From an optimization exercise on the open Yosys and OpenROAD flow, aimed at small area, a short achievable clock period and few clock cycles per item; shortcuts taken in it are not production practice. RTL that was checked went through simulation tests only; none was proved equivalent to the original. No functional check of the RTL was part of runs 1 to 4 and 7. No activity file was given, so power comes from the tool's default toggle rates.

[design.v]
`default_nettype none
module mbps_pattern_store #(
  parameter int unsigned PatternMax = 32,
  parameter int unsigned IdxW       = 5,
  parameter int unsigned ByteW      = 8
) (
  input  wire                         clk_i,
  input  wire                         load_write_i,
  input  wire [IdxW-1:0]              load_idx_i,
  input  wire [ByteW-1:0]             load_data_i,
  input  wire                         load_wild_i,
  output logic [PatternMax*ByteW-1:0] pat_o,
  output logic [PatternMax-1:0]       wild_o
);
  always_ff @(posedge clk_i) begin
    for (int unsigned k = 0; k < PatternMax; k++) begin
      if (load_write_i && load_idx_i == IdxW'(k)) begin
        pat_o[k*ByteW +: ByteW] <= load_data_i;
        wild_o[k]               <= load_wild_i;
      end
    end
  end
endmodule
`default_nettype wire
`default_nettype none
module mbps_window_match #(
  parameter int unsigned PatternMax = 32,
  parameter int unsigned IdxW       = 5,
  parameter int unsigned ByteW      = 8
) (
  input  wire                         clk_i,
  input  wire                         shift_i,
  input  wire [IdxW:0]                len_i,
  input  wire [ByteW-1:0]             data_i,
  input  wire [PatternMax*ByteW-1:0]  pat_i,
  input  wire [PatternMax-1:0]        wild_i,
  output logic                        match_o
);
  logic [PatternMax*ByteW-1:0] win_q;
  logic [PatternMax-1:0]       tap_ok;
  logic [PatternMax*ByteW-1:0] win_d;
  logic [PatternMax-1:0]       take_new, take_up;
  logic                        keep;
  always_comb begin
    keep = !shift_i;
    for (int unsigned j = 0; j < PatternMax; j++) begin
      take_new[j] = shift_i && (j == PatternMax - 1 || (IdxW + 1)'(j + 1) >= len_i);
      take_up[j]  = shift_i && !(j == PatternMax - 1 || (IdxW + 1)'(j + 1) >= len_i);
    end
    for (int unsigned j = 0; j < PatternMax; j++) begin
      win_d[j*ByteW +: ByteW] = ({ByteW{keep}}        & win_q[j*ByteW +: ByteW]) |
                                ({ByteW{take_new[j]}} & data_i);
      if (j < PatternMax - 1) begin
        win_d[j*ByteW +: ByteW] = win_d[j*ByteW +: ByteW] |
                                  ({ByteW{take_up[j]}} & win_q[(j+1)*ByteW +: ByteW]);
      end
    end
  end
  always_ff @(posedge clk_i) begin
    win_q <= win_d;
  end
  always_comb begin
    for (int unsigned j = 0; j < PatternMax; j++) begin
      tap_ok[j] = ((IdxW + 1)'(j) >= len_i) || wild_i[j] ||
                  (pat_i[j*ByteW +: ByteW] == win_q[j*ByteW +: ByteW]);
    end
    match_o = &tap_ok;
  end
endmodule
`default_nettype wire
`default_nettype none
module masked_byte_pattern_search (
  input  wire          clk_i,
  input  wire          rst_ni,
  input  wire          cfg_we_i,
  input  wire [5:0]    cfg_pattern_length_i,
  input  wire          in_valid_i,
  output logic         in_ready_o,
  input  wire          mode_i,
  input  wire [4:0]    element_index_i,
  input  wire [7:0]    byte_value_i,
  input  wire          wildcard_req_i,
  input  wire          last_byte_i,
  output logic         out_valid_o,
  input  wire          out_ready_i,
  output logic         found_o,
  output logic [15:0]  match_offset_o
);
  localparam int unsigned PatternMax = 32;
  localparam int unsigned IdxW       = 5;
  localparam int unsigned ByteW      = 8;
  localparam int unsigned CountW     = 16;
  localparam logic        ModeScan   = 1'b1;
  logic [5:0]        len_q;
  logic              busy_q;
  logic              in_valid_q, b_scan_q, b_last_q;
  logic              closed_q;    
  logic              rep_q;       
  logic              en_q;        
  logic [CountW-1:0] off_q;       
  logic              out_valid_q, found_q;
  logic              accept, exec, scan, match, hit;
  logic              rep_cur, en_cur, sat;
  logic [CountW-1:0] off_cur;
  logic [CountW:0]   off_inc;
  logic [CountW-1:0] sat_val;
  logic [PatternMax*ByteW-1:0] pat_row;
  logic [PatternMax-1:0]       wild_row;
  always_ff @(posedge clk_i or negedge rst_ni) begin
    if (!rst_ni) begin
      len_q <= 6'd1;
    end else if (cfg_we_i) begin
      if (cfg_pattern_length_i[5]) begin
        len_q <= 6'(PatternMax);
      end else if (cfg_pattern_length_i[4:0] == '0) begin
        len_q <= 6'd1;
      end else begin
        len_q <= cfg_pattern_length_i;
      end
    end
  end
  assign exec       = in_valid_q && (!out_valid_q || out_ready_i);
  assign in_ready_o = !busy_q || out_ready_i;
  assign accept     = in_valid_i && in_ready_o;
  assign scan       = exec && (b_scan_q == ModeScan);
  always_ff @(posedge clk_i or negedge rst_ni) begin
    if (!rst_ni) begin
      in_valid_q <= 1'b0;
    end else begin
      in_valid_q <= in_valid_d;
    end
  end
  always_ff @(posedge clk_i) begin
    if (accept) begin
      b_scan_q <= mode_i;
      b_last_q <= last_byte_i;
    end
  end
  mbps_pattern_store #(
    .PatternMax (PatternMax),
    .IdxW       (IdxW),
    .ByteW      (ByteW)
  ) u_store (
    .clk_i        (clk_i),
    .load_write_i (accept && (mode_i != ModeScan)),
    .load_idx_i   (element_index_i),
    .load_data_i  (byte_value_i),
    .load_wild_i  (wildcard_req_i),
    .pat_o        (pat_row),
    .wild_o       (wild_row)
  );
  mbps_window_match #(
    .PatternMax (PatternMax),
    .IdxW       (IdxW),
    .ByteW      (ByteW)
  ) u_window (
    .clk_i   (clk_i),
    .shift_i (accept && (mode_i == ModeScan)),
    .len_i   (len_q),
    .data_i  (byte_value_i),
    .pat_i   (pat_row),
    .wild_i  (wild_row),
    .match_o (match)
  );
  always_comb begin
    sat_val = ~{10'd0, len_q};
    off_inc = {1'b0, off_q} + (CountW + 1)'(1);
    sat     = en_q && (off_q == sat_val);
    if (closed_q) begin
      rep_cur = 1'b0;
      en_cur  = (len_q == 6'd1);
      off_cur = CountW'(1) - CountW'(len_q);
    end else begin
      rep_cur = rep_q;
      en_cur  = en_q || off_inc[CountW];
      off_cur = (rep_q || sat) ? off_q : off_inc[CountW-1:0];
    end
    hit = !rep_cur && en_cur && match;
  end
  logic in_valid_d, out_valid_d;
  assign in_valid_d  = in_ready_o ? in_valid_i : in_valid_q;
  assign out_valid_d = exec ? (scan && (hit || (b_last_q && !rep_cur)))
                            : (out_valid_q && !out_ready_i);
  always_ff @(posedge clk_i or negedge rst_ni) begin
    if (!rst_ni) begin
      busy_q <= 1'b0;
    end else begin
      busy_q <= in_valid_d && out_valid_d;
    end
  end
  always_ff @(posedge clk_i or negedge rst_ni) begin
    if (!rst_ni) begin
      closed_q    <= 1'b1;
      out_valid_q <= 1'b0;
    end else begin
      if (scan) begin
        closed_q <= b_last_q;
      end
      out_valid_q <= out_valid_d;
    end
  end
  always_ff @(posedge clk_i) begin
    if (scan) begin
      rep_q   <= rep_cur || hit;
      en_q    <= en_cur;
      off_q   <= (b_last_q && !rep_cur && !hit) ? '0 : off_cur;
      found_q <= hit;
    end
  end
  assign out_valid_o    = out_valid_q;
  assign found_o        = found_q;
  assign match_offset_o = off_q;
endmodule
`default_nettype wire
[run.sh]
#!/bin/bash
# synth_recipe.tcl (not shown) runs the flow's synth.tcl, then flattens the netlist and writes it again
# the make line also repeats each setting of config.mk as NAME=value (left out here)
make -C /OpenROAD-flow-scripts/flow DESIGN_CONFIG=/design/flow/config.mk WORK_HOME=/design/flow/orfs CLKGATE_MAP_FILE= SYNTH_SCRIPT=/design/flow/synth_recipe.tcl finish
[constraint.sdc]
create_clock -name core_clock -period 7.0 [get_ports {clk_i}]
set_input_delay 1.4000 -clock core_clock [delete_from_list [all_inputs] [get_ports {clk_i}]]
set_output_delay 1.4000 -clock core_clock [all_outputs]
set_load 0.01 [all_outputs]
[config.mk]
export PLATFORM = sky130hd
export DESIGN_NAME = masked_byte_pattern_search
export DESIGN_NICKNAME = masked_byte_pattern_search
export VERILOG_FILES = /design/flow/design.v
export SDC_FILE = /design/flow/constraint.sdc
export NUM_CORES = 4
export LEC_CHECK = 0
export CAP_MARGIN = 20
export CORE_MARGIN = 2
export CORE_UTILIZATION = 40
export SETUP_SLACK_MARGIN = 3.5
export SLEW_MARGIN = 20
==> results.yml, run 1 <==
status:
  outcome: "complete, no violations"
sta:
  timing.final.ws_setup_ps: 3640
  setup-tns-final_ps: 0
  maxSlewViolCount: 0
  period_needed_ps: 3360
  hold_ws_ps: 494
  period_share: 0.481
  tightest_slew_ps: 1030
  max_slew_margin: 0.315
  grt_setup_unrepaired: "false"
  finalHoldViolations: 0
  fin_worst_skew_ps: 26.1
  fmax_mhz: 297
  setup_viol: 0
routing:
  post-route-drc-count: 0
  vias: 15500
  postRouteAntennaNets: 0
  wire_per_inst_um: 20.4
  first_iter_violations: 1031
  drt-total-wl_um: 59600
  vias_per_cell: 5.31
  dr.pass1.iters: 6
clocking:
  clk_latency_ps: 640
  cts_tree: "built"
  cts_buffers: 59
  cts_buffer_depth: 3
  htreeDepth: 2
  root_buffer: "clkbuf_16"
  clock-sinks: 575
  cts.clk_slew.worst_paths_ps: 60
placed_design:
  dp_slack_ps: 1860
  gp_congestion: 0.769
  hpwl_um: 36600
  port_buffers: 45
worst_hold_path:
  worstHoldPathCells: 2
  hp-start: "u_window.win_q[156]"
  hold_end: "u_window.win_q[156]"
  holdCritPathClass: "register to register"
pwr:
  power_density_nw_per_um2: 317
  ir_worst_vdd_mv: 0.215
  leakage_nw: 10.4
die:
  fp-row-count: 90
  start_util: 0.405
  dieArea_sq_um: 63100
  die_x_um: 251
  die_h_um: 251
  ios: 46
  coreArea_sq_um: 60400
cells_and_area:
  area_growth_pct: 13.3
  finalNetCount: 2121
  fillCellCount: 5506
  drive_gt1_frac: 0.0873
  antenna_cells: 0
  regArea_sq_um: 14700
  multi_input_area_sq_um: 9240
global_route:
  antenna_found_initial: 0
  grt_max_degree: 162
  gr-total-overflow: 0
  grt_usage: 0.187
  grt_pass1_wl_um: 91500
  grt_pass1_vias: 15100
worst_setup_path:
  crit_fanout: 161
  cp_data_required_time_ps: 7490
  crit_arrival_ps: 3850
  critPathLaunchType: "input pin"
  regToRegStartpoint: "len_q[2]"
  path_class: "input pin to register"
  rrSetupSlack_ps: 3640
  timing.rr.end: "off_q[11]"
  reg2reg_depth: 9
  crit_path_end_kind: "register"
yosys:
  synthFlopType: "edfxtp_1"
  syn_area_per_cell_sq_um: 11.8
  postSynthCellCount: 2076
  synth.area.top_cells: "edfxtp_1 39%, dfxtp_1 20%, mux2i_1 9.5%, xor2_1 8.5%, a21oi_1 4.2%"
  ys_warn_count: 3
  ys_seq_elements: 575
  yosysUniqueCellTypes: 65
  yosysMostFrequentCell: "edfxtp_1"
  yosys.area.top_type: "edfxtp_1"
  syn_area_sq_um: 24500
  seq_area_frac_synth: 0.603
  synth_common_cells: "317 x edfxtp_1, 269 x nor2_1, 248 x dfxtp_1"
  async_flop_share: 0.0174
  synth-edff-count: 317
  synth_top_cell_area_share: 0.389
job:
  cap_violations: 0
## power breakdown
part           total (mW)  switching (mW)  internal (mW)
logic                1.22           0.663          0.554
clock network        3.26            1.35           1.91
registers            4.30           0.384           3.92
total                8.78            2.40           6.38
## stage by stage
stage	area (sq um)	util	instances	total power, mW
after floorplan	24500	-	2076	5.16
after global placement	25500	0.423	2806	5.54
after detailed placement	25500	0.423	2806	5.57
after CTS	27600	0.458	2919	8.84
after global routing	27700	0.459	2923	9.17
final	27700	0.459	2923	8.78
## layout make-up
class | instances | area share
clock buffers | 82 | 0.0608
clock inverters | 30 | 0.0122
inverters | 11 | 0.00208
multi-input cells | 1366 | 0.333
flip-flops and latches | 575 | 0.532
well taps | 782 | 0.0353
repair buffers | 77 | 0.0243
## registers in the layout, indices dropped and copies added, names as in the netlist, named ones only
signal / flops
u_store.pat_o: 256
u_window.win_q: 248
u_store.wild_o: 32
off_q: 16
len_q: 6
b_last_q: 1
b_scan_q: 1
busy_q: 1
closed_q: 1
en_q: 1
found_q: 1
in_valid_q: 1
out_valid_q: 1
rep_q: 1
## per-layer routing
| metal | GRT usage | up-vias | wire length [um] |
|---|---|---|---|
| met5 | 0 | - | 0 |
| met4 | 0.0410 | 0 | 1020 |
| met3 | 0.0280 | 77 | 2860 |
| met2 | 0.306 | 364 | 27800 |
| met1 | 0.264 | 7650 | 27900 |
| li1 | - | 7433 | - |
## critical path, stage by stage
cell             delay [ps]
clkdlybuf4s50_1         410
nand2_1                 160
inv_1                   110
nand2_2                  90
buf_6                   440
inv_16                  270
buf_16                  380
nor2_1                  210
a21oi_1                  60
## cell families (layout without fill, tap and decap cells)
kind of cell | after synthesis | count (layout) | synth area share
AOI/OAI and AO/OA | 341 | 341 | 0.0800
xor gates and xnor gates | 278 | 278 | 0.0996
adders and majority gates | 4 | 4 | 0.00205
buffers and inverters | 135 | 200 | 0.0252
DFF | 575 | 575 | 0.603
muxes | 234 | 234 | 0.0959
and+or+nand+nor | 509 | 509 | 0.0947
## timing repair
action / in CTS / in global routing
resized for setup: 27 / 12
endpoints found under the hold margin: 0 / 0
hold buffers: 0 / 0
setup buffers: 1 / 4
pin swaps: 1 / 0
setup endpoints to repair: 175 / 171
## cells in the final DEF, fill, tap and decap left out, types with 4 or more instances in the layout
cell type,netlist,routed
clkbuf_16,0,61
and2_1,5,4
o21ai_0,57,56
a211o_1,8,8
a211oi_2,0,6
nor2b_1,5,5
mux2i_1,232,232
nand3_1,12,12
a31oi_1,18,17
o21a_1,13,12
clkbuf_8,0,8
nor4_1,65,64
nand2_1,99,98
dfxtp_1,248,248
edfxtp_1,317,317
nor2_2,3,4
and3_1,5,5
clkdlybuf4s50_1,0,34
a211oi_1,18,12
xnor2_1,40,40
nor2_1,269,267
xor2_1,238,238
buf_4,6,29
clkinv_2,0,15
buf_2,22,9
inv_1,10,9
a21oi_1,206,204
ha_1,4,4
nand4_1,16,16
nand3b_1,4,4
bufinv_16,0,6
clkbuf_1,78,13
dfrtp_1,8,5
## worst max path at each step
stage / end / from
final: u_window.win_q[11] / in_valid_i
after CTS: off_q[1] / len_q[5]
after floorplan: off_q[0] / len_q[1]
after global placement: off_q[11] / len_q[1]
after global routing: u_window.win_q[140] / in_valid_i
after detailed placement: off_q[10] / len_q[1]
==> inputs of run 2 (changes only) <==
--- a/config.mk
+++ b/config.mk
@@ -9,4 +9,4 @@
 export CORE_MARGIN = 2
 export CORE_UTILIZATION = 40
-export SETUP_SLACK_MARGIN = 3.5
+export SETUP_SLACK_MARGIN = 3.9
 export SLEW_MARGIN = 20
==> run 2 against run 1 <==
Total power rose by 0.45%. Clock power barely moved. Largest power group unchanged. Still clean on timing, DRC and antenna. Maximum frequency rose by 5.9%. Final cell count rose by 1.2%.
==> results.yml, run 2 <==
worst_setup_path:
  critPathLaunchType: "input pin"
  max_stage_delay_ps: 720
  cp_data_required_time_ps: 7240
  slowest_stage: "nor2_1"
  reg2reg_depth: 8
  rrSetupSlack_ps: 3960
  path_class: "input pin to register"
  timing.critical_path.mode_cell: "nand2_1"
  cp_top_family: "simple AND/OR/NAND/NOR gates"
  crit_chain: "clkdlybuf4s50_1 > nand2_1 > nor3_1 > nand2_1 > nor2_1"
  crit_path_end_kind: "register"
  path_buf_inv: 1
  crit_fanout: 9
  timing.rr.end: "off_q[2]"
  regToRegStartpoint: "len_q[0]"
  crit_arrival_ps: 3420
yosys:
  yosysMostFrequentCell: "edfxtp_1"
  syn_area_per_cell_sq_um: 11.8
  synth_compound_area_frac: 0.0800
  yosys.area.top_type: "edfxtp_1"
  ys_seq_elements: 575
  synthSimpleGateAreaFrac: 0.0947
  syn_area_sq_um: 24500
  synth-edff-count: 317
  synthFlopType: "edfxtp_1"
  synth-xor-area-share: 0.0996
  synth_adder_area_share: 0.00205
  yosysUniqueCellTypes: 65
  seq_area_frac_synth: 0.603
  synth_top_cell_area_share: 0.389
  postSynthCellCount: 2076
  synth_top_family_by_area: "XOR/XNOR gates"
  synth.area.top_cells: "edfxtp_1 39%, dfxtp_1 20%, mux2i_1 9.5%, xor2_1 8.5%, a21oi_1 4.2%"
  ys_warn_count: 3
  synth_common_cells: "317 x edfxtp_1, 269 x nor2_1, 248 x dfxtp_1"
  synthMuxAreaShare: 0.0959
  async_flop_share: 0.0174
cells_and_area:
  largest_reg_flops: 256
  regArea_sq_um: 14700
  antenna_cells: 0
  area_growth_pct: 15.4
  fin_cells: 2958
  multi_input_area_sq_um: 9440
  largest_register: "u_store.pat_o"
  design_area_sq_um: 28200
  largestRegisters: "u_store.pat_o (256), u_window.win_q (248), u_store.wild_o (32)"
  layout_common_cells: "317 x edfxtp_1, 248 x dfxtp_1, 244 x nor2_1, 238 x xor2_1, 232 x mux2i_1"
  layout_commonest_cell: "edfxtp_1"
  drive_gt1_frac: 0.116
  fillCellCount: 5407
  finalNetCount: 2155
placed_design:
  port_buffers: 45
  dp_cells: 2812
  place_area_sq_um: 25500
  hpwl_um: 36700
  gp_congestion: 0.844
job:
  cap_violations: 0
clocking:
  cts_buffer_depth: 3
  cts_hold_buf: 0
  cts.clk_slew.worst_paths_ps: 60
  htreeDepth: 2
  clock-sinks: 575
  cts_buffers: 60
  cts_tree: "built"
  root_buffer: "clkbuf_16"
  clk_latency_ps: 630
global_route:
  antenna_found_initial: 0
  grt_max_degree: 91
  grt_usage: 0.188
  gr-total-overflow: 0
  grt_pass1_vias: 15400
  grt_pass1_wl_um: 91800
sta:
  period_needed_ps: 3180
  grt_setup_unrepaired: "true"
  max_slew_margin: 0.324
  period_share: 0.454
  hold_ws_ps: 493
  fmax_mhz: 315
  setup-tns-final_ps: 0
  setup_viol: 0
  fin_worst_skew_ps: 28.3
  finalHoldViolations: 0
  maxSlewViolCount: 0
  tightest_slew_ps: 1010
routing:
  dr.pass1.iters: 7
  drt-total-wl_um: 59900
  first_iter_violations: 1101
  postRouteAntennaNets: 0
  vias_per_cell: 5.31
  post-route-drc-count: 0
  wire_per_inst_um: 20.2
  vias: 15700
worst_hold_path:
  worstHoldPathCells: 2
  holdCritPathClass: "register to register"
  hp-start: "u_window.win_q[157]"
  hold_end: "u_window.win_q[157]"
die:
  die_h_um: 251
  coreArea_sq_um: 60400
  dieArea_sq_um: 63100
  die_x_um: 251
  ios: 46
  fp-row-count: 90
  start_util: 0.405
status:
  outcome: "complete, no violations"
pwr:
  power_density_nw_per_um2: 313
  ir_worst_vdd_mv: 0.231
  leakage_nw: 10.6
## run 2: cell counts after synthesis
Identical to the previous run, type by type.
## run 2: how the worst max path moves through the flow
stage	start	end	slack, ps	cells after the start
finish	in_valid_i	u_store.pat_o[78]	3820	5
global route	in_valid_i	u_store.pat_o[130]	3700	5
CTS	in_valid_i	u_store.pat_o[78]	3830	5
detailed placement	out_ready_i	u_window.win_q[116]	2550	10
global placement	out_ready_i	u_window.win_q[115]	2530	10
floorplan	len_q[1]	off_q[0]	3910	12
## run 2: layout make-up
cell class / count / share of cell area
flip-flops and latches: 575 / 0.522
multi-input cells: 1367 / 0.335
clock buffers: 89 / 0.0632
well taps: 782 / 0.0347
repair buffers: 108 / 0.0334
clock inverters: 25 / 0.00913
inverters: 11 / 0.00253
repair inverters: 1 / 0.000310
## run 2: power by group
group	internal, mW	switching (mW)
logic	0.586	0.700
clock network	1.94	1.31
registers	3.92	0.367
## run 2: through the flow
| step | worst slack [ps] | util | total power, mW |
|---|---|---|---|
| after global routing | 3700 | 0.468 | 9.20 |
| final | 3820 | 0.468 | 8.82 |
| after detailed placement | 2550 | 0.423 | 5.57 |
| after CTS | 3830 | 0.461 | 8.85 |
| after floorplan | 3910 | - | 5.16 |
| after global placement | 2530 | 0.423 | 5.54 |
## run 2: kinds of logic after synthesis
| logic type | count (synthesis) |
|---|---|
| flip-flops | 575 |
| AND/OR/NAND/NOR | 509 |
| AO/OA/AOI/OAI | 341 |
| XOR/XNOR | 278 |
| multiplexers | 234 |
| buffers and inverters | 135 |
| adder cells (fa/ha/maj) | 4 |
## run 2: what timing repair did
| item | 4_1_cts | 5_1_grt |
|---|---|---|
| gates resized for setup | 53 | 52 |
| endpoints found under the setup margin | 543 | 392 |
| gates cloned | 2 | 0 |
| setup buffers | 7 | 23 |
| pin swaps | 5 | 10 |
## run 2: worst min-delay path, cell delays in order (launching register included)
cell and delay (ps):
dfxtp_1 330, nand2_1 50, o21ai_0 60
## run 2: per-layer routing
metal | vias up | global-route usage | wire length, um
met3 | 94 | 0.0370 | 3180
met2 | 376 | 0.300 | 27400
met5 | - | 0 | 0
li1 | 7500 | - | -
met4 | 0 | 0.0418 | 1220
met1 | 7745 | 0.263 | 28100
==> inputs of run 3 (changes only) <==
--- a/design.v
+++ b/design.v
@@ -100,5 +100,6 @@
   logic [CountW-1:0] off_q;       
   logic              out_valid_q, found_q;
-  logic              accept, exec, scan, match, hit;
+  logic              accept, apply, exec, scan, match, hit;
+  logic              taken_q, fresh_q, match_q, match_use;
   logic              rep_cur, en_cur, sat;
   logic [CountW-1:0] off_cur;
@@ -123,4 +124,5 @@
   assign in_ready_o = !busy_q || out_ready_i;
   assign accept     = in_valid_i && in_ready_o;
+  assign apply      = in_valid_i && !taken_q;
   assign scan       = exec && (b_scan_q == ModeScan);
   always_ff @(posedge clk_i or negedge rst_ni) begin
@@ -143,5 +145,5 @@
   ) u_store (
     .clk_i        (clk_i),
-    .load_write_i (accept && (mode_i != ModeScan)),
+    .load_write_i (apply && (mode_i != ModeScan)),
     .load_idx_i   (element_index_i),
     .load_data_i  (byte_value_i),
@@ -156,5 +158,5 @@
   ) u_window (
     .clk_i   (clk_i),
-    .shift_i (accept && (mode_i == ModeScan)),
+    .shift_i (apply && (mode_i == ModeScan)),
     .len_i   (len_q),
     .data_i  (byte_value_i),
@@ -163,4 +165,19 @@
     .match_o (match)
   );
+  always_ff @(posedge clk_i or negedge rst_ni) begin
+    if (!rst_ni) begin
+      taken_q <= 1'b0;
+      fresh_q <= 1'b0;
+    end else begin
+      taken_q <= in_valid_i && !in_ready_o;
+      fresh_q <= accept;
+    end
+  end
+  always_ff @(posedge clk_i) begin
+    if (fresh_q) begin
+      match_q <= match;
+    end
+  end
+  assign match_use = fresh_q ? match : match_q;
   always_comb begin
     sat_val = ~{10'd0, len_q};
@@ -176,5 +193,5 @@
       off_cur = (rep_q || sat) ? off_q : off_inc[CountW-1:0];
     end
-    hit = !rep_cur && en_cur && match;
+    hit = !rep_cur && en_cur && match_use;
   end
   logic in_valid_d, out_valid_d;
==> run 3 against run 2 <==
Still clean. Sequential share of layout area fell by 0.75 points. Setup slack worse by 72 ps. Final cell count is 0.24% higher. Register-to-register slack lost 30 ps. Routed wire length up 4.5%. Critical path type unchanged. Critical endpoint is now u_store.pat_o[211].
==> results.yml, run 3 <==
status:
  outcome: "complete, no violations"
die:
  fp-row-count: 90
  die_h_um: 251
  coreArea_sq_um: 60200
  start_util: 0.404
  die_x_um: 251
  dieArea_sq_um: 62800
  ios: 46
clocking:
  htreeDepth: 2
  cts_buffers: 59
  root_buffer: "clkbuf_16"
  clk_latency_ps: 630
  clock-sinks: 578
  cts.clk_slew.worst_paths_ps: 60
  cts_tree: "built"
  cts_buffer_depth: 3
  cts_hold_buf: 0
yosys:
  yosysMostFrequentCell: "edfxtp_1"
  async_flop_share: 0.0208
  synth-edff-count: 317
  synthFlopType: "edfxtp_1"
  ys_warn_count: 3
  seq_area_frac_synth: 0.608
  yosysUniqueCellTypes: 63
  yosys.area.top_type: "edfxtp_1"
  synth_top_cell_area_share: 0.391
  synth_common_cells: "317 x edfxtp_1, 272 x nand2_1, 249 x dfxtp_1"
  syn_area_per_cell_sq_um: 11.8
  postSynthCellCount: 2055
  synth.area.top_cells: "edfxtp_1 39%, dfxtp_1 20%, xor2_1 8.8%, mux2i_1 8.3%, o21ai_0 4.4%"
  syn_area_sq_um: 24300
  ys_seq_elements: 578
worst_setup_path:
  path_buf_inv: 1
  crit_path_end_kind: "register"
  slowest_stage: "nor2_1"
  crit_arrival_ps: 3510
  rrSetupSlack_ps: 3930
  regToRegStartpoint: "len_q[0]"
  cp_top_family: "simple AND/OR/NAND/NOR gates"
  path_class: "input pin to register"
  max_stage_delay_ps: 850
  crit_fanout: 9
  reg2reg_depth: 10
  crit_chain: "clkdlybuf4s50_1 > nand2b_1 > nor2_1"
  cp_data_required_time_ps: 7260
  critPathLaunchType: "input pin"
  timing.rr.end: "off_q[4]"
sta:
  tightest_slew_ps: 1250
  fin_worst_skew_ps: 20.5
  period_needed_ps: 3250
  setup_viol: 0
  max_slew_margin: 0.166
  fmax_mhz: 308
  setup-tns-final_ps: 0
  period_share: 0.464
  finalHoldViolations: 0
  grt_setup_unrepaired: "true"
  maxSlewViolCount: 0
routing:
  dr.pass1.iters: 8
  vias_per_cell: 5.31
  drt-total-wl_um: 62600
  vias: 15800
  wire_per_inst_um: 21.1
  post-route-drc-count: 0
  postRouteAntennaNets: 0
  first_iter_violations: 1092
worst_hold_path:
  worstHoldPathCells: 2
  hp-start: "u_window.win_q[6]"
  holdCritPathClass: "register to register"
  hold_end: "u_window.win_q[6]"
cells_and_area:
  largest_register: "u_store.pat_o"
  finalNetCount: 2164
  antenna_cells: 0
  layout_common_cells: "317 x edfxtp_1, 272 x nand2_1, 249 x dfxtp_1, 245 x xor2_1, 212 x o21ai_0"
  multi_input_area_sq_um: 9510
  area_growth_pct: 18.3
  layout_commonest_cell: "edfxtp_1"
  drive_gt1_frac: 0.142
  regArea_sq_um: 14800
  design_area_sq_um: 28800
  largest_reg_flops: 256
  largestRegisters: "u_store.pat_o (256), u_window.win_q (248), u_store.wild_o (32)"
  fillCellCount: 5252
placed_design:
  gp_congestion: 0.800
  hpwl_um: 38000
  place_area_sq_um: 25500
  port_buffers: 45
global_route:
  grt_pass1_vias: 15500
  grt_usage: 0.194
  grt_max_degree: 239
  antenna_found_initial: 2
  gr-total-overflow: 0
  grt_pass1_wl_um: 93800
pwr:
  ir_worst_vdd_mv: 0.173
  leakage_nw: 11.0
  power_density_nw_per_um2: 315
  finalPower_mw: 9.06
job:
  cap_violations: 0
## run 3: changes by cell type after synthesis, sizes merged, moves of 8 or more
cell / change
nand4: -11
o21ai: +161
a221o: +20
buf: -18
mux2i: -31
and3: +22
clkbuf: +17
nor2: -192
a31oi: +8
nand2: +172
a21oi: -187
## run 3: timing repair
| item | CTS | global route |
|---|---|---|
| buffers inserted | 41 | 22 |
| setup endpoints to repair | 369 | 343 |
| pin swaps | 14 | 8 |
| gates resized for setup | 97 | 49 |
| gates cloned | 0 | 3 |
## run 3: cell type report
cell class              count  area share
repair buffers            140      0.0448
inverters                  10     0.00139
clock inverters            36      0.0179
clock buffers              75      0.0570
well taps                 782      0.0340
multi-input cells        1344       0.330
flip-flops and latches    578       0.515
## run 3: metrics by stage
stage | instances | util | setup slack, ps | hold WS (ps)
floorplan | 2055 | - | 3900 | 445
global placement | 2787 | 0.423 | 2800 | 456
detailed placement | 2788 | 0.423 | 2770 | 468
CTS | 2940 | 0.470 | 3730 | 482
global route | 2965 | 0.478 | 3710 | 512
finish | 2965 | 0.478 | 3750 | 477
## run 3: how the worst max path moves through the flow
stage,start,to,slack (ps),cells after the start
2_1_floorplan,len_q[2],off_q[0],3900,13
3_3_place_gp,len_q[2],off_q[7],2800,10
3_5_place_dp,mode_i,u_store.pat_o[185],2770,4
4_1_cts,mode_i,u_store.wild_o[21],3730,4
5_1_grt,mode_i,u_store.pat_o[211],3710,4
6_report,element_index_i[0],u_store.pat_o[211],3750,3
## run 3: tightest hold or removal path, cell delays in order (launching register included)
cell and delay [ps]:
dfxtp_1 340, nand2_1 50, o21ai_0 60
## run 3: report_power, final
part           internal (mW)  switching (mW)  total, mW
clock                   2.13            1.34       3.47
combinational          0.586           0.679       1.26
sequential              3.94           0.381       4.32
total                   6.66            2.40       9.06
## run 3: logic make-up (layout without fill, tap and decap cells)
family / after synthesis / count (layout) / synth area share
AND/OR/NAND/NOR: 508 / 508 / 0.0958
AO/OA/AOI/OAI: 349 / 349 / 0.0869
multiplexers: 205 / 205 / 0.0845
buffers and inverters: 133 / 261 / 0.0223
flip-flops: 578 / 578 / 0.608
adder cells (fa/ha/maj): 4 / 4 / 0.00206
XOR/XNOR: 278 / 278 / 0.100
## run 3: layer usage
layer	wire [um]	track usage
met1	28300	0.263
met2	29900	0.325
met3	2930	0.0286
met4	1430	0.0558
met5	8	0
==> inputs of run 4 (changes only) <==
--- a/config.mk
+++ b/config.mk
@@ -8,5 +8,6 @@
 export CAP_MARGIN = 20
 export CORE_MARGIN = 2
-export CORE_UTILIZATION = 40
+export CORE_UTILIZATION = 55
+export CTS_BUF_LIST = sky130_fd_sc_hd__clkbuf_4 sky130_fd_sc_hd__clkbuf_8
 export SETUP_SLACK_MARGIN = 3.9
 export SLEW_MARGIN = 20
==> run 4 against run 3 <==
Setup slack improved by 45 ps. Global-route usage rose by 7.0 points. Clock skew rose by 2.9 ps. Sequential power barely moved. Largest cell class unchanged. Total power fell by 4.5%. Non-clock buffer count fell by 2. Flip-flop and latch count did not move. Routed wire length fell by 3.3%. Still clean. Maximum frequency rose by 1.4%. Via count rose by 0.49%. Utilization rose by 17 points. Critical path type is now input pin to primary output.
==> results.yml, run 4 <==
global_route:
  gr-total-overflow: 0
  grt_pass1_vias: 15900
  grt_use_met3: 0.0420
  grt_max_degree: 121
  use_met2: 0.441
  grt_pass1_wl_um: 93700
  grt_usage: 0.265
  met1_usage: 0.359
  antenna_found_initial: 0
  busiest_layer: "met2"
die:
  fp-row-count: 77
  die_h_um: 214
  coreArea_sq_um: 43900
  dieArea_sq_um: 45900
  start_util: 0.554
  ios: 46
  die_x_um: 214
routing:
  wire_per_inst_um: 21.3
  vias: 15800
  dr.pass1.iters: 5
  drt-total-wl_um: 60600
  first_iter_violations: 1062
  post-route-drc-count: 0
  vias_per_cell: 5.57
  postRouteAntennaNets: 0
clocking:
  cts_buffers: 94
  cts_hold_buf: 0
  root_buffer: "clkbuf_8"
  clk_latency_ps: 680
  cts.clk_slew.worst_paths_ps: 60
  clock-sinks: 578
  htreeDepth: 3
  cts_tree: "built"
  cts_buffer_depth: 3
worst_setup_path:
  crit_arrival_ps: 1810
  slowest_stage: "nor2b_4"
  max_stage_delay_ps: 130
  path_class: "input pin to primary output"
  cp_data_required_time_ps: 5600
  critPathLaunchType: "input pin"
  cp_top_family: "buffers and inverters"
  crit_fanout: 4
  crit_chain: "buf_8 > nor2b_4 > inv_1 > buf_2"
  path_buf_inv: 3
  crit_path_end_kind: "primary output"
yosys:
  ys_warn_count: 3
  synth.area.top_cells: "edfxtp_1 39%, dfxtp_1 20%, xor2_1 8.8%, mux2i_1 8.3%, o21ai_0 4.4%"
  async_flop_share: 0.0208
  synthFlopType: "edfxtp_1"
  postSynthCellCount: 2055
  ys_seq_elements: 578
  synth-edff-count: 317
  yosysMostFrequentCell: "edfxtp_1"
  yosys.area.top_type: "edfxtp_1"
  yosysUniqueCellTypes: 63
  synth_top_cell_area_share: 0.391
  syn_area_per_cell_sq_um: 11.8
  synth_common_cells: "317 x edfxtp_1, 272 x nand2_1, 249 x dfxtp_1"
  syn_area_sq_um: 24300
  seq_area_frac_synth: 0.608
sta:
  maxSlewViolCount: 0
  setup-tns-final_ps: 0
  max_slew_margin: 0.265
  setup_viol: 0
  period_needed_ps: 3210
  grt_setup_unrepaired: "true"
  finalHoldViolations: 0
  period_share: 0.458
  fmax_mhz: 312
  fin_worst_skew_ps: 23.4
  tightest_slew_ps: 1100
cells_and_area:
  finalNetCount: 2197
  largest_register: "u_store.pat_o"
  layout_common_cells: "317 x edfxtp_1, 272 x nand2_1, 249 x dfxtp_1, 245 x xor2_1, 212 x o21ai_0"
  antenna_cells: 0
  largest_reg_flops: 256
  area_growth_pct: 16.2
  layout_commonest_cell: "edfxtp_1"
  drive_gt1_frac: 0.156
  largestRegisters: "u_store.pat_o (256), u_window.win_q (248), u_store.wild_o (32)"
job:
  cap_violations: 0
placed_design:
  port_buffers: 45
  hpwl_um: 36000
  gp_congestion: 0.808
pwr:
  finalPower_mw: 8.65
  ir_worst_vdd_mv: 0.213
  power_density_nw_per_um2: 306
  leakage_nw: 11.0
status:
  outcome: "complete, no violations"
worst_hold_path:
  holdCritPathClass: "register to register"
-- run 4: cell counts after synthesis --
Identical to the previous run, type by type.
-- run 4: cell families (layout without fill, tap and decap cells) --
logic type | Yosys count | count (layout) | synth area share
buffers and inverters | 133 | 326 | 0.0223
flip-flops | 578 | 578 | 0.608
AND/OR/NAND/NOR | 508 | 508 | 0.0958
XOR/XNOR | 278 | 278 | 0.100
AO/OA/AOI/OAI | 349 | 349 | 0.0869
multiplexers | 205 | 205 | 0.0845
adder cells (fa/ha/maj) | 4 | 4 | 0.00206
-- run 4: timing repair --
| action | CTS | global route |
|---|---|---|
| buffers inserted | 43 | 16 |
| pin swaps | 17 | 13 |
| endpoints found under the setup margin | 185 | 256 |
| gates cloned | 1 | 2 |
| resized for setup | 73 | 43 |
-- run 4: layer usage --
layer	vias to the layer above	part of all wire
li1	7584	-
met1	7794	0.46
met2	351	0.48
met3	100	0.042
met4	0	0.023
met5	-	0
-- run 4: metrics by stage --
| step | setup WS, ps | instance area (sq um) | hold slack [ps] | util | instances |
|---|---|---|---|---|---|
| 3_5_place_dp | 2690 | 25300 | 468 | 0.575 | 2600 |
| 4_1_cts | 3790 | 27900 | 479 | 0.636 | 2822 |
| 3_3_place_gp | 2110 | 25200 | 461 | 0.574 | 2597 |
| 2_1_floorplan | 3900 | 24400 | 445 | - | 2055 |
| 6_report | 3790 | 28300 | 479 | 0.644 | 2840 |
| 5_1_grt | 3770 | 28300 | 493 | 0.644 | 2840 |
-- run 4: area by class of cell --
class	instances	area, sq um
fillers	3518	15600
flip-flops and latches	578	14800
multi-input cells	1344	9350
clock buffers	149	1810
repair buffers	138	1310
well taps	592	741
clock inverters	29	213
inverters	10	37.5
-- run 4: final timing paths --
| kind | endpoint | cells after the start | slack [ps] | from |
|---|---|---|---|---|
| setup / recovery | in_ready_o | 4 | 3790 | out_ready_i |
| hold / removal | u_window.win_q[3] | 2 | 480 | u_window.win_q[3] |
| setup reg to reg | off_q[15] | 12 | 3950 | len_q[2] |
| min in group asynchronous | in_valid_q | 1 | 1090 | rst_ni |
| hold reg to reg | u_window.win_q[3] | 2 | 480 | u_window.win_q[3] |
| max in group asynchronous | len_q[2] | 1 | 5480 | rst_ni |
-- run 4: power breakdown --
part	total (mW)	internal [mW]	switching [mW]
Clock	3.08	1.76	1.33
Combinational	1.25	0.584	0.661
Sequential	4.32	3.94	0.379
Total	8.65	6.28	2.37
-- run 4: worst min-delay path, stage by stage, from the launching register on --
cell and delay, ps:
dfxtp_1 320, nand2_1 50, o21ai_0 60
==> inputs of run 5 (changes only) <==
--- a/design.v
+++ b/design.v
@@ -102,4 +102,7 @@
   logic              accept, apply, exec, scan, match, hit;
   logic              taken_q, fresh_q, match_q, match_use;
+  logic              ld_go_q, ld_wild_q;
+  logic [IdxW-1:0]   ld_idx_q;
+  logic [ByteW-1:0]  ld_data_q;
   logic              rep_cur, en_cur, sat;
   logic [CountW-1:0] off_cur;
@@ -145,8 +148,8 @@
   ) u_store (
     .clk_i        (clk_i),
-    .load_write_i (apply && (mode_i != ModeScan)),
-    .load_idx_i   (element_index_i),
-    .load_data_i  (byte_value_i),
-    .load_wild_i  (wildcard_req_i),
+    .load_write_i (ld_go_q),
+    .load_idx_i   (ld_idx_q),
+    .load_data_i  (ld_data_q),
+    .load_wild_i  (ld_wild_q),
     .pat_o        (pat_row),
     .wild_o       (wild_row)
@@ -167,4 +170,16 @@
   always_ff @(posedge clk_i or negedge rst_ni) begin
     if (!rst_ni) begin
+      ld_go_q <= 1'b0;
+    end else begin
+      ld_go_q <= apply && (mode_i != ModeScan);
+    end
+  end
+  always_ff @(posedge clk_i) begin
+    ld_idx_q  <= element_index_i;
+    ld_data_q <= byte_value_i;
+    ld_wild_q <= wildcard_req_i;
+  end
+  always_ff @(posedge clk_i or negedge rst_ni) begin
+    if (!rst_ni) begin
       taken_q <= 1'b0;
       fresh_q <= 1'b0;
--- a/config.mk
+++ b/config.mk
@@ -8,6 +8,8 @@
 export CAP_MARGIN = 20
 export CORE_MARGIN = 2
-export CORE_UTILIZATION = 55
-export CTS_BUF_LIST = sky130_fd_sc_hd__clkbuf_4 sky130_fd_sc_hd__clkbuf_8
-export SETUP_SLACK_MARGIN = 3.9
+export CORE_UTILIZATION = 40
+export CTS_CLUSTER_DIAMETER = 100
+export CTS_CLUSTER_SIZE = 30
+export SETUP_SLACK_MARGIN = 3.84
 export SLEW_MARGIN = 20
+export TNS_END_PERCENT = 0
==> run 5 against run 4 <==
Count of clock-buffer cells in the layout decreased by 108. Non-clock buffer count down 18. Routed wire length up 12%. Synthesized cell count rose by 0.63%. Register-to-register slack worse by 170 ps. Critical path depth increased by 9. Die area increased by 38%. Cell area fell by 4.0%. Critical endpoint is now off_q[4]. Largest cell class unchanged.
==> results.yml, run 5 <==
worst_setup_path:
  crit_path_end_kind: "register"
  crit_fanout: 9
  crit_arrival_ps: 3660
  regToRegStartpoint: "len_q[2]"
  cp-startpoint: "len_q[2]"
  critPathLaunchType: "register"
  cp_data_required_time_ps: 7450
  path_class: "register to register"
die:
  start_util: 0.406
  ios: 46
  die_x_um: 252
  coreArea_sq_um: 60500
  dieArea_sq_um: 63300
  fp-row-count: 90
  die_h_um: 252
yosys:
  syn_area_sq_um: 24500
  syn_area_per_cell_sq_um: 11.9
  seq_area_frac_synth: 0.616
  yosysMostFrequentCell: "edfxtp_1"
  async_flop_share: 0.0219
  postSynthCellCount: 2068
  synth_top_cell_area_share: 0.388
  yosys.area.top_type: "edfxtp_1"
  synth-edff-count: 317
  yosysUniqueCellTypes: 63
  ys_seq_elements: 593
  synth_common_cells: "317 x edfxtp_1, 263 x dfxtp_1, 245 x nand2_1"
  ys_warn_count: 3
  synth.area.top_cells: "edfxtp_1 39%, dfxtp_1 21%, xor2_1 8.4%, mux2i_1 7.2%, o21ai_0 4.5%"
  synthFlopType: "edfxtp_1"
clocking:
  cts_buffer_depth: 3
  clk_latency_ps: 610
  cts.clk_slew.worst_paths_ps: 120
  cts_buffers: 24
  root_buffer: "clkbuf_16"
  clock-sinks: 593
  cts_tree: "built"
  htreeDepth: 1
worst_hold_path:
  hp-start: "taken_q"
  holdCritPathClass: "register to register"
sta:
  period_needed_ps: 3220
  finalHoldViolations: 0
  fin_worst_skew_ps: 33.0
  maxSlewViolCount: 0
  fmax_mhz: 311
  period_share: 0.460
  setup-tns-final_ps: 0
  hold_ws_ps: 435
  grt_setup_unrepaired: "true"
  setup_viol: 0
  max_slew_margin: 0.231
  tightest_slew_ps: 1150
cells_and_area:
  largestRegisters: "u_store.pat_o (256), u_window.win_q (248), u_store.wild_o (32)"
  finalNetCount: 2119
  drive_gt1_frac: 0.0869
  largest_reg_flops: 256
  area_growth_pct: 10.8
  layout_common_cells: "317 x edfxtp_1, 254 x dfxtp_1, 244 x nand2_1, 234 x xor2_1, 220 x o21ai_0"
  layout_commonest_cell: "edfxtp_1"
  largest_register: "u_store.pat_o"
  antenna_cells: 0
global_route:
  gr-total-overflow: 0
  grt_max_degree: 187
  grt_pass1_vias: 15500
  grt_usage: 0.212
  grt_pass1_wl_um: 101000
  antenna_found_initial: 2
routing:
  vias: 15900
  post-route-drc-count: 0
  dr.pass1.iters: 5
  first_iter_violations: 1673
  drt-total-wl_um: 68100
  wire_per_inst_um: 23.6
  postRouteAntennaNets: 0
  vias_per_cell: 5.51
status:
  outcome: "complete, no violations"
pwr:
  ir_worst_vdd_mv: 0.186
  leakage_nw: 10.2
  power_density_nw_per_um2: 274
placed_design:
  port_buffers: 45
  gp_congestion: 0.880
  hpwl_um: 43100
job:
  cap_violations: 0
[run 5: power breakdown]
part	leakage [nW]	internal [mW]	switching, mW
logic	4.60	0.525	0.623
registers	5.23	4.01	0.439
clock network	0.368	0.750	1.09
[run 5: cells by family after synthesis]
| kind of cell | synth area share |
|---|---|
| xor+xnor | 0.0989 |
| compound gates | 0.0946 |
| fa+ha+maj | 0.00204 |
| buf+inv | 0.0235 |
| simple gates | 0.0915 |
| flops | 0.616 |
| mux | 0.0732 |
[run 5: worst paths after layout]
check,endpoint,slack [ps],depth (start not counted)
worst max-delay path,off_q[4],3780,13
worst min-delay path,ld_go_q,440,1
worst max register to register,off_q[4],3780,13
worst min register to register,ld_go_q,440,1
max in group asynchronous,len_q[1],5350,1
min in group asynchronous,busy_q,1170,1
[run 5: layer usage]
metal  track usage  share of wire  up-vias
met1         0.303           0.45     7880
met4        0.0437          0.020        2
met3        0.0264          0.058       89
li1              -              -     7444
met2         0.346           0.47      508
met5             0        0.00022        -
[run 5: cell type report]
| cell class | count | area, sq um |
|---|---|---|
| Clock buffer | 41 | 707 |
| Inverter | 14 | 55.1 |
| Timing Repair Buffer | 120 | 1080 |
| Multi-Input combinational cell | 1335 | 9150 |
| Fill cell | 5497 | 33300 |
| Tap cell | 782 | 978 |
| Sequential cell | 593 | 15100 |
| Clock inverter | 3 | 61.3 |
[run 5: critical path, cell delays in order, from the launching register on]
cell and delay, ps:
dfrtp_4 490, buf_12 130, ha_2 170, nand2_2 80, a41oi_2 210, buf_6 160, a211oi_1 50, buf_4 190
or4_4 520, nor4_4 320, a31oi_4 180, buf_6 170, buf_12 130, a221oi_4 240
[run 5: what timing repair did]
| item | CTS | global route |
|---|---|---|
| resized for setup | 39 | 46 |
| hold buffers | 0 | 0 |
| endpoints found under the setup margin | 95 | 104 |
| pin swaps | 5 | 10 |
| setup buffers | 13 | 21 |
| cloned | 0 | 1 |
[run 5: through the flow]
stage / power [mW] / cells / util / instance area, sq um / worst slack, ps
2_1_floorplan: 5.14 / 2068 / - / 24500 / 3900
3_3_place_gp: 5.57 / 2809 / 0.426 / 25700 / 2420
3_5_place_dp: 5.60 / 2809 / 0.426 / 25700 / 2560
4_1_cts: 7.43 / 2866 / 0.442 / 26800 / 3610
5_1_grt: 7.75 / 2888 / 0.449 / 27200 / 3700
6_report: 7.44 / 2888 / 0.449 / 27200 / 3780
Testbench counts of run 5, summed over its fixed seeds: cycles 35,837, items 35,633.
==> inputs of run 6 (changes only) <==
--- a/config.mk
+++ b/config.mk
@@ -11,5 +11,4 @@
 export CTS_CLUSTER_DIAMETER = 100
 export CTS_CLUSTER_SIZE = 30
-export SETUP_SLACK_MARGIN = 3.84
+export SETUP_SLACK_MARGIN = 3.9
 export SLEW_MARGIN = 20
-export TNS_END_PERCENT = 0
==> run 6 against run 5 <==
Global-route usage rose by 0.21 points. Largest power group unchanged. Synthesized cell count stayed put. Sequential share of layout area fell by 0.67 points. Critical path type is now input pin to primary output. Still clean on timing, DRC and antenna. Highest routed layer is now met4.
==> results.yml, run 6 <==
pwr:
  netSwitchingFraction: 0.290
  power_density_nw_per_um2: 272
  seq_power_share: 0.594
  comb_power_share: 0.160
  clockPowerShare: 0.246
  switchingPower_mw: 2.17
  internal_power_mw: 5.32
  leakage_nw: 10.4
  ir_worst_vdd_mv: 0.186
yosys:
  async_flop_share: 0.0219
  synthFlopType: "edfxtp_1"
  ys_seq_elements: 593
  postSynthCellCount: 2068
  yosysMostFrequentCell: "edfxtp_1"
  syn_area_per_cell_sq_um: 11.9
  syn_area_sq_um: 24500
  seq_area_frac_synth: 0.616
  synth_common_cells: "317 x edfxtp_1, 263 x dfxtp_1, 245 x nand2_1"
  synth.area.top_cells: "edfxtp_1 39%, dfxtp_1 21%, xor2_1 8.4%, mux2i_1 7.2%, o21ai_0 4.5%"
  ys_warn_count: 3
  yosysUniqueCellTypes: 63
  synth-edff-count: 317
  synth_top_cell_area_share: 0.388
  yosys.area.top_type: "edfxtp_1"
cells_and_area:
  area_growth_pct: 12.1
  largestRegisters: "u_store.pat_o (256), u_window.win_q (248), u_store.wild_o (32)"
  layout_common_cells: "317 x edfxtp_1, 254 x dfxtp_1, 243 x nand2_1, 234 x xor2_1, 220 x o21ai_0"
  largest_reg_flops: 256
  drive_gt1_frac: 0.105
  antenna_cells: 0
  final_util: 0.455
  finalNetCount: 2145
  largest_register: "u_store.pat_o"
  fillCellCount: 5482
  layout_commonest_cell: "edfxtp_1"
worst_setup_path:
  crit_fanout: 2
  cp_top_family: "buffers and inverters"
  timing.rr.end: "off_q[4]"
  crit_path_end_kind: "primary output"
  path_buf_inv: 3
  critPathLaunchType: "input pin"
  slowest_stage: "buf_6"
  crit_arrival_ps: 1760
  cp_data_required_time_ps: 5600
  path_class: "input pin to primary output"
  regToRegStartpoint: "len_q[5]"
  rrSetupSlack_ps: 3910
  crit_chain: "buf_8 > nor2b_4 > inv_2 > buf_6"
  reg2reg_depth: 11
  max_stage_delay_ps: 110
clocking:
  cts.clk_slew.worst_paths_ps: 110
  cts_buffers: 24
  cts_hold_buf: 0
  cts_buffer_depth: 3
  htreeDepth: 1
  root_buffer: "clkbuf_16"
  clk_latency_ps: 610
  cts_tree: "built"
  clock-sinks: 593
sta:
  fin_worst_skew_ps: 36.8
  setup-tns-final_ps: 0
  fmax_mhz: 317
  finalHoldViolations: 0
  period_share: 0.451
  grt_setup_unrepaired: "true"
  max_slew_margin: 0.235
  maxSlewViolCount: 0
  setup_viol: 0
  tightest_slew_ps: 1150
  period_needed_ps: 3160
worst_hold_path:
  hold_end: "ld_go_q"
  hp-start: "taken_q"
  worstHoldPathCells: 1
  holdCritPathClass: "register to register"
global_route:
  grt_max_degree: 187
  grt_usage: 0.214
  grt_pass1_vias: 15700
  grt_pass1_wl_um: 102000
  antenna_found_initial: 2
  gr-total-overflow: 0
die:
  dieArea_sq_um: 63300
  die_h_um: 252
  fp-row-count: 90
  die_x_um: 252
  coreArea_sq_um: 60500
  start_util: 0.406
  ios: 46
routing:
  post-route-drc-count: 0
  vias_per_cell: 5.54
  vias: 16100
  dr.pass1.iters: 5
  postRouteAntennaNets: 0
  first_iter_violations: 1724
  drt-total-wl_um: 68800
  wire_per_inst_um: 23.6
placed_design:
  hpwl_um: 43100
  gp_congestion: 0.880
  port_buffers: 45
status:
  outcome: "complete, no violations"
job:
  cap_violations: 0
-- run 6: changes by cell type in the layout (fill, tap and decap cells not counted), sizes merged --
cell	delta
buf	+25
clkbuf	+1
clkdlybuf4s50	-1
dlygate4sd2	+1
-- run 6: kinds of logic after synthesis --
family / count (synthesis) / share of synthesized area
multiplexers: 179 / 0.0732
AND/OR/NAND/NOR: 486 / 0.0915
XOR/XNOR: 277 / 0.0989
adder cells (fa/ha/maj): 4 / 0.00204
buffers and inverters: 140 / 0.0235
AO/OA/AOI/OAI: 389 / 0.0946
flip-flops: 593 / 0.616
-- run 6: timing repair --
item                       CTS  global route
cloned                       1             2
buffers inserted            37            21
gates resized for setup     81            30
pin swaps                   13            12
setup endpoints to repair  104           115
-- run 6: through the flow --
| stage | power, mW | instances | hold slack (ps) | cell area [sq um] | setup slack, ps |
|---|---|---|---|---|---|
| after floorplan | 5.14 | 2068 | 397 | 24500 | 3900 |
| after detailed placement | 5.60 | 2809 | 425 | 25700 | 2560 |
| after global placement | 5.57 | 2809 | 419 | 25700 | 2420 |
| after CTS | 7.47 | 2891 | 440 | 27200 | 3830 |
| final | 7.49 | 2914 | 439 | 27500 | 3840 |
| after global routing | 7.80 | 2914 | 448 | 27500 | 3830 |
-- run 6: cell type report --
| class | instances | area (sq um) | area share |
|---|---|---|---|
| Sequential cell | 593 | 15100 | 0.551 |
| Multi-Input combinational cell | 1335 | 9220 | 0.335 |
| Timing Repair Buffer | 146 | 1340 | 0.0488 |
| Tap cell | 782 | 978 | 0.0356 |
| Clock buffer | 41 | 707 | 0.0257 |
| Clock inverter | 3 | 61.3 | 0.00223 |
| Inverter | 14 | 55.1 | 0.00200 |
-- run 6: per-layer routing --
| metal | track usage | part of all wire | wire length, um | up-vias |
|---|---|---|---|---|
| met5 | 0 | 0 | 0 | - |
| met4 | 0.0546 | 0.026 | 1770 | 0 |
| met3 | 0.0367 | 0.066 | 4540 | 108 |
| met2 | 0.346 | 0.46 | 31800 | 547 |
| met1 | 0.298 | 0.45 | 30700 | 7973 |
| li1 | - | - | - | 7505 |
-- run 6: power by group through the flow --
stage	clock (mW)	combinational (mW)	sequential [mW]
final	1.84	1.20	4.45
after global routing	1.99	1.32	4.49
after CTS	1.88	1.15	4.44
after detailed placement	0	1.07	4.53
after global placement	0	1.05	4.52
after floorplan	0	0.804	4.34
-- run 6: how the worst max path moves through the flow --
| stage | end | slack (ps) | cells after the start | startpoint |
|---|---|---|---|---|
| 6_report | in_ready_o | 3840 | 4 | out_ready_i |
| 2_1_floorplan | off_q[0] | 3900 | 14 | len_q[2] |
| 3_5_place_dp | off_q[13] | 2560 | 11 | len_q[2] |
| 3_3_place_gp | u_window.win_q[24] | 2420 | 7 | in_valid_i |
| 5_1_grt | in_ready_o | 3830 | 4 | out_ready_i |
| 4_1_cts | in_ready_o | 3830 | 4 | out_ready_i |
==> inputs of run 7 (changes only) <==
--- a/design.v
+++ b/design.v
@@ -39,5 +39,4 @@
   logic [PatternMax*ByteW-1:0] win_q;
   logic [PatternMax-1:0]       tap_ok;
-  logic [PatternMax*ByteW-1:0] win_d;
   logic [PatternMax-1:0]       take_new, take_up;
   logic                        keep;
@@ -48,15 +47,19 @@
       take_up[j]  = shift_i && !(j == PatternMax - 1 || (IdxW + 1)'(j + 1) >= len_i);
     end
-    for (int unsigned j = 0; j < PatternMax; j++) begin
-      win_d[j*ByteW +: ByteW] = ({ByteW{keep}}        & win_q[j*ByteW +: ByteW]) |
-                                ({ByteW{take_new[j]}} & data_i);
-      if (j < PatternMax - 1) begin
-        win_d[j*ByteW +: ByteW] = win_d[j*ByteW +: ByteW] |
-                                  ({ByteW{take_up[j]}} & win_q[(j+1)*ByteW +: ByteW]);
-      end
-    end
-  end
-  always_ff @(posedge clk_i) begin
-    win_q <= win_d;
+  end
+  logic [(PatternMax+1)*ByteW-1:0] up_row;
+  assign up_row = {{ByteW{1'b0}}, win_q};
+  for (genvar j = 0; j < PatternMax; j++) begin : g_pos
+    mbps_window_byte #(
+      .ByteW (ByteW)
+    ) u_byte (
+      .clk_i      (clk_i),
+      .keep_i     (keep),
+      .take_new_i (take_new[j]),
+      .take_up_i  (take_up[j]),
+      .new_i      (data_i),
+      .up_i       (up_row[(j+1)*ByteW +: ByteW]),
+      .q_o        (win_q[j*ByteW +: ByteW])
+    );
   end
   always_comb begin
@@ -66,4 +69,23 @@
     end
     match_o = &tap_ok;
+  end
+endmodule
+`default_nettype wire
+`default_nettype none
+module mbps_window_byte #(
+  parameter int unsigned ByteW = 8
+) (
+  input  wire              clk_i,
+  input  wire              keep_i,
+  input  wire              take_new_i,
+  input  wire              take_up_i,
+  input  wire [ByteW-1:0]  new_i,
+  input  wire [ByteW-1:0]  up_i,
+  output logic [ByteW-1:0] q_o
+);
+  always_ff @(posedge clk_i) begin
+    q_o <= ({ByteW{keep_i}}     & q_o) |
+           ({ByteW{take_new_i}} & new_i) |
+           ({ByteW{take_up_i}}  & up_i);
   end
 endmodule
--- a/config.mk
+++ b/config.mk
@@ -13,2 +13,3 @@
 export SETUP_SLACK_MARGIN = 3.9
 export SLEW_MARGIN = 20
+export SYNTH_HIERARCHICAL = 1
==> run 7 against run 6 <==
Largest power group unchanged. Sequential power grew 2%. First-iteration DRC count increased by 70%. Still clean. Critical path depth rose by 6. Clock power is essentially flat. Global-route usage down 0.72 points. Total power grew 1.1%. Routed wire length shrank 3.4%. Sequential share of layout area increased by 1.2 points. Flip-flop and latch count unchanged. Hold slack better by 73 ps. Synthesized area decreased by 1.8%. Register-to-register slack worse by 380 ps.
==> results.yml, run 7 <==
clocking:
  clock-sinks: 593
  cts_buffer_depth: 3
  clk_latency_ps: 620
  cts.clk_slew.worst_paths_ps: 120
  root_buffer: "clkbuf_16"
  cts_buffers: 24
  htreeDepth: 1
  cts_tree: "built"
sta:
  tightest_slew_ps: 1120
  period_share: 0.496
  fmax_mhz: 288
  grt_setup_unrepaired: "true"
  period_needed_ps: 3470
  maxSlewViolCount: 0
  max_slew_margin: 0.251
  fin_worst_skew_ps: 51.6
  setup-tns-final_ps: 0
  setup_viol: 0
  finalHoldViolations: 0
worst_setup_path:
  cp_data_required_time_ps: 7420
  path_buf_inv: 1
  slowest_stage: "or4_4"
  cp_top_family: "simple AND/OR/NAND/NOR gates"
  regToRegStartpoint: "len_q[5]"
  path_class: "register to register"
  timing.critical_path.mode_cell: "or4_4"
  rrSetupSlack_ps: 3530
  crit_chain: "buf_12 > or4_4 > a21oi_4 > a211oi_4 > or4_4 > nor4_4 > mux2i_2 > a22o_4 > o21a_4 > a211oi_2"
  crit_arrival_ps: 3890
  critPathLaunchType: "register"
  crit_path_end_kind: "register"
  timing.rr.end: "off_q[15]"
  max_stage_delay_ps: 570
  reg2reg_depth: 10
  crit_fanout: 6
pwr:
  internal_power_mw: 5.40
  power_density_nw_per_um2: 283
  ir_worst_vdd_mv: 0.218
  comb_power_share: 0.163
  netSwitchingFraction: 0.287
  seq_power_share: 0.597
  clockPowerShare: 0.240
  switchingPower_mw: 2.17
  leakage_nw: 10.6
yosys:
  synth.area.top_cells: "edfxtp_1 39%, dfxtp_1 23%, a222oi_1 11%, xor2_1 9.0%, inv_1 4.2%"
  syn_area_sq_um: 24100
  syn_area_per_cell_sq_um: 12.7
  yosys.area.top_type: "edfxtp_1"
  yosysUniqueCellTypes: 59
  ys_seq_elements: 593
  async_flop_share: 0.0219
  synth_top_cell_area_share: 0.385
  synth_common_cells: "309 x edfxtp_1, 271 x dfxtp_1, 267 x inv_1"
  seq_area_frac_synth: 0.624
  postSynthCellCount: 1894
  synth-edff-count: 309
  yosysMostFrequentCell: "edfxtp_1"
  ys_warn_count: 10
  synthFlopType: "edfxtp_1"
global_route:
  grt_pass1_vias: 15400
  antenna_found_initial: 2
  grt_pass1_wl_um: 99100
  grt_max_degree: 117
  gr-total-overflow: 0
  grt_usage: 0.207
placed_design:
  port_buffers: 45
  gp_congestion: 0.885
  hpwl_um: 41300
die:
  start_util: 0.407
  fp-row-count: 89
  ios: 46
  dieArea_sq_um: 62200
  die_x_um: 249
  die_h_um: 249
  coreArea_sq_um: 59200
cells_and_area:
  area_growth_pct: 10.9
  finalNetCount: 1940
  antenna_cells: 0
  final_util: 0.451
  layout_commonest_cell: "edfxtp_1"
  drive_gt1_frac: 0.110
  largestRegisters: "u_store.pat_o (256), u_window.g_pos.u_byte.q_o (256), u_store.wild_o (32)"
  fillCellCount: 5355
  layout_common_cells: "309 x edfxtp_1, 267 x dfxtp_1, 264 x inv_1, 256 x a222oi_1, 248 x xor2_1"
routing:
  first_iter_violations: 2939
  drt-total-wl_um: 66500
  dr.pass1.iters: 11
  vias_per_cell: 5.99
  postRouteAntennaNets: 0
  vias: 16200
  post-route-drc-count: 0
  wire_per_inst_um: 24.6
worst_hold_path:
  worstHoldPathCells: 1
  hp-start: "taken_q"
  holdCritPathClass: "register to register"
  hold_end: "ld_go_q"
job:
  cap_violations: 0
status:
  outcome: "complete, no violations"
==> run 7: changes by cell type after synthesis, moves of 19 or more <==
cell / previous run / this run
a21oi_1: 40 / 21
a222oi_1: 0 / 256
a22oi_1: 30 / 0
buf_6: 2 / 33
clkbuf_1: 90 / 20
clkbuf_2: 0 / 64
inv_1: 13 / 267
mux2i_1: 177 / 2
nand2_1: 245 / 14
nand3_1: 36 / 6
o21ai_0: 221 / 6
==> run 7: power groups by stage <==
stage | Combinational, mW | Clock [mW] | Sequential (mW)
4_1_cts | 1.20 | 1.84 | 4.51
2_1_floorplan | 0.877 | 0 | 4.41
3_3_place_gp | 1.07 | 0 | 4.59
3_5_place_dp | 1.11 | 0 | 4.60
6_report | 1.23 | 1.82 | 4.52
5_1_grt | 1.36 | 1.97 | 4.57
==> run 7: metrics by stage <==
step	hold WS [ps]	total power [mW]	setup slack [ps]	instance area, sq um	instances
after detailed placement	459	5.70	2420	24900	2616
after CTS	507	7.55	3580	26400	2687
after global routing	529	7.89	3470	26700	2701
after floorplan	406	5.29	3960	24100	1902
after global placement	445	5.66	2420	24900	2616
final	512	7.57	3530	26700	2701
==> run 7: cell type report <==
cell class | count | area (sq um) | area share
well taps | 773 | 967 | 0.0362
clock inverters | 4 | 61.3 | 0.00229
repair buffers | 106 | 1060 | 0.0398
repair inverters | 1 | 11.3 | 0.000421
inverters | 267 | 1030 | 0.0385
clock buffers | 39 | 698 | 0.0261
multi-input cells | 918 | 7850 | 0.294
flip-flops and latches | 593 | 15000 | 0.563
==> run 7: how the worst max path moves through the flow <==
stage                                           end  depth (start not counted)  startpoint
finish                                    off_q[15]                         10    len_q[5]
global route                              off_q[15]                         11    len_q[5]
CTS                                       off_q[15]                         10    len_q[3]
detailed placement  u_window.g_pos[0].u_byte.q_o[4]                          9  in_valid_i
global placement    u_window.g_pos[0].u_byte.q_o[0]                          9  in_valid_i
floorplan                                  off_q[0]                          9    len_q[1]
==> run 7: timing repair <==
action,4_1_cts,5_1_grt
gates resized for setup,118,34
buffers inserted,25,12
pin swaps,17,13
hold endpoints to repair,0,0
hold buffers,0,0
endpoints found under the setup margin,299,211
cloned,3,2
==> run 7: cell families (layout without fill, tap and decap cells) <==
kind of cell	Yosys count	count (layout)	share of synthesized area
buf+inv	393	417	0.0751
compound gates	348	349	0.133
xor+xnor	277	277	0.101
flops	593	593	0.624
simple gates	274	275	0.0632
other cells	1	9	0.000156
fa+ha+maj	2	2	0.00104
mux	6	6	0.00270
==> run 7: per-layer routing <==
metal / wire (um) / vias up / GRT usage
met5: 15 / - / 0
met4: 1860 / 2 / 0.0623
met3: 6240 / 113 / 0.0390
met2: 30800 / 826 / 0.330
met1: 27600 / 8084 / 0.286
li1: - / 7149 / -

==> separate check: timing with driven ports <==
The flow's constraints put no driver on any port. The routed layouts listed below were extracted and timed again, unchanged, in two steps.
Step 1: set_driving_cell puts a clkbuf_16 on clk_i and a buf_2 on each other input, an assumption about the parent block.
Step 2, shift: input delay + t, output delay - t, t = (earliest + latest rising clock arrival at the registers) / 2. This alone moves slack from input paths to output paths.
a / b / c = ideal ports / drivers / drivers and shift; a / b = the first two.
run	t, ns	setup slack, ns	slew at the worst register clock pin (ns)	worst slew at a driven data input, ns
run 1	0.688	3.635 / 3.640 / 2.976	0.07 / 0.07	0.04
run 2	0.676	3.822 / 3.797 / 3.178	0.06 / 0.06	0.05
run 3	0.678	3.750 / 3.789 / 3.111	0.07 / 0.07	0.05
run 4	0.724	3.795 / 3.757 / 3.228	0.07 / 0.07	0.05
run 5	0.650	3.781 / 3.769 / 3.549	0.12 / 0.12	0.04
run 6	0.649	3.843 / 3.801 / 3.564	0.12 / 0.12	0.05
run 7	0.644	3.525 / 3.525 / 3.525	0.12 / 0.12	0.04
After both steps setup and hold are still met in every run listed. For run 1, which loses most, drivers alone change the setup slack by +0.005 ns; drivers and shift together by -0.659 ns.
